Context: an optimization exercise on an open-source flow, tuned for a short achievable clock period and few clock cycles per item. The choices shown serve that exercise and are no tape-out recipe.
In this exercise RTL edits were held to simulation tests only and were not proved equivalent to the original.
Power figures rest on the tool's default switching activity, not on a simulated workload.

==> xenon <==
==> flow/design.v (excerpt) <==
module neighbor_sort_by_degree #(
	parameter int unsigned MAX_ENTRIES = 32,
	parameter int unsigned GRAN        = 8,
	parameter int unsigned NGRAN       = 8
) (
	input  logic        clk,
	input  logic        arst_n,
	input  logic        nbr_valid,
	output logic        nbr_ready,
	input  logic [31:0] nbr_vertex_id,
	input  logic [31:0] nbr_degree,
	input  logic        nbr_last,
	output logic        sorted_valid,
	input  logic        sorted_ready,
	output logic [31:0] sorted_id,
	output logic [31:0] sorted_degree,
	output logic        sorted_end_of_list,
	output logic        sorted_overflow
);
clock: 6.0 ns
lec_check: 0
cap_margin: 20
core_margin: 2
core_utilization: 65
setup_slack_margin: 3.3
slew_margin: 20
tns_end_percent: 100
run.sh (not shown) runs the stock make flow with config.mk's settings and CLKGATE_MAP_FILE= SYNTH_SCRIPT=/design/flow/synth_recipe.tcl, a recipe that flattens the netlist after the stock synthesis.
==> cedar: changes against xenon <==
--- a/flow/design.v
+++ b/flow/design.v
@@ -181,14 +181,17 @@
 	logic [NGRAN-1:0]        rp_q;
 	logic [NGRAN-1:0]        rpd_q;     
 	logic [NGRAN-1:0]        wp_n;
 	logic [NGRAN-1:0]        rp_n;
 	logic [NGRAN-1:0]        rpd_n;
 	logic                    copy_n;
+	localparam int unsigned NPR = GRAN / 2;    
 	logic [NGRAN-1:0]        ld_q;      
 	logic [NGRAN-1:0]        sh_q;      
+	logic [NGRAN*NPR-1:0]    ldp_q;     
+	logic [NGRAN*NPR-1:0]    shp_q;     
 	logic                    adv_q;     
 	logic                    adv_n;
 	logic                    rd1;       
 	logic                    gfin;      
 	logic                    gfin_q;
 	logic [DW+1:0]           hd;        
@@ -240,17 +243,38 @@
 			for (int o = 0; o < NSEG; o++) begin
 				win_n = win_n | wp_n[(g + NGRAN - o) % NGRAN];
 			end
 		end
 		always_ff @(posedge clk) begin
 			if (ld_q[g]) begin
-				pair <= s_pair[P*GRAN*DW +: GRAN*DW];
 				ovf  <= s_ovf_q;
 				eol  <= seg_eol[P];
-			end else if (sh_q[g]) begin
-				pair <= {{DW{1'b0}}, pair[GRAN*DW-1:DW]};
+			end
+		end
+		for (genvar k = 0; k < NPR; k++) begin : g_pr
+			logic [2*DW-1:0] upper;    
+			if (k == NPR - 1) begin : g_top
+				assign upper = {{DW{1'b0}}, pair[(2*k+1)*DW +: DW]};
+			end else begin : g_mid
+				assign upper = pair[(2*k+1)*DW +: 2*DW];
+			end
+			always_ff @(posedge clk) begin
+				if (ldp_q[g*NPR+k]) begin
+					pair[2*k*DW +: 2*DW] <= s_pair[(P*GRAN+2*k)*DW +: 2*DW];
+				end else if (shp_q[g*NPR+k]) begin
+					pair[2*k*DW +: 2*DW] <= upper;
+				end
+			end
+			always_ff @(posedge clk or negedge arst_n) begin
+				if (!arst_n) begin
+					ldp_q[g*NPR+k] <= 1'b0;
+					shp_q[g*NPR+k] <= 1'b0;
+				end else begin
+					ldp_q[g*NPR+k] <= copy_n && win_n && s_val_n[P*GRAN+2*k];
+					shp_q[g*NPR+k] <= val_n[0] && !skid_v_n && rp_n[g] && val_n[2*k+1];
+				end
 			end
 		end
 		always_ff @(posedge clk or negedge arst_n) begin
 			if (!arst_n) begin
 				val     <= '0;
 				ld_q[g] <= 1'b0;
Settings changed: CORE_UTILIZATION 65 to 75, CTS_CLUSTER_DIAMETER set to 60, CTS_CLUSTER_SIZE set to 30.
==> comparison table <==
Logic depth of the worst register-to-register path: cedar 3; xenon 5
Proportion of netlist area held by the largest area contributor: cedar 61.0%; xenon 61.5%
Minimum clock period after layout: cedar 2.88 ns; xenon 2.92 ns
Wire length reported by the detailed router: cedar 982000 um; xenon 907000 um
Tcrit/Tclk final: cedar 48.0%; xenon 48.6%
Post-synth net total: cedar 19800; xenon 20000
Area fraction of clock buffers and clock inverters: cedar 5.20%; xenon 6.52%
GR Util met3: cedar 16.0%; xenon 9.28%
Fraction of layout instances using a drive strength above 1: cedar 39.4%; xenon 38.1%
Peak supply drop: cedar 0.339 mV; xenon 0.349 mV
Clock-pin slew of the registers on the worst-case setup and hold paths: cedar 0.09 ns; xenon 0.06 ns
Number of buffers inserted by post-CTS setup repair: cedar 164; xenon 162
Per-cell via count in the routed design: cedar 7.49; xenon 6.76
Part of the total power dissipated in sequential elements: cedar 54.0%; xenon 53.1%
Comb pwr: cedar 15700 uW; xenon 2480 uW
Status: cedar complete, no violations; xenon complete, no violations
Testbench counts of xenon, summed over its fixed seeds: cycles 6,912, items 6,624.
Testbench counts of cedar, summed over its fixed seeds: cycles 6,912, items 6,624.

-- re-timing with driven ports --
In the flow no input, the clock included, has a driving cell. The finished layouts below were timed again as built, in two steps. Step 1 (the two cells are an assumption about what drives the block):
set clk [get_ports {clk}]
set_driving_cell -lib_cell sky130_fd_sc_hd__clkbuf_16 $clk
set_driving_cell -lib_cell sky130_fd_sc_hd__buf_2 [delete_from_list [all_inputs] $clk]
Step 2 also shifts input and output timing later by t, the mid clock arrival at the registers, as if the neighbouring blocks saw the same clock. a / b / c = no drivers / after step 1 / after step 2; a / b = the first two.
run	t (ns)	slack for setup (ns)	hold WS [ns]	worst setup path at the end	pins driven straight from the clock port
xenon	1.231	3.084 / 2.957 / 1.956	0.114 / 0.038 / 0.325	input to register	1
cedar	1.227	3.123 / 3.012 / 1.786	0.053 / -0.019 / 0.332	input to register	1
After both steps setup and hold are still met in every run listed. For cedar, which loses most, drivers alone change the setup slack by -0.111 ns; drivers and shift together by -1.337 ns.
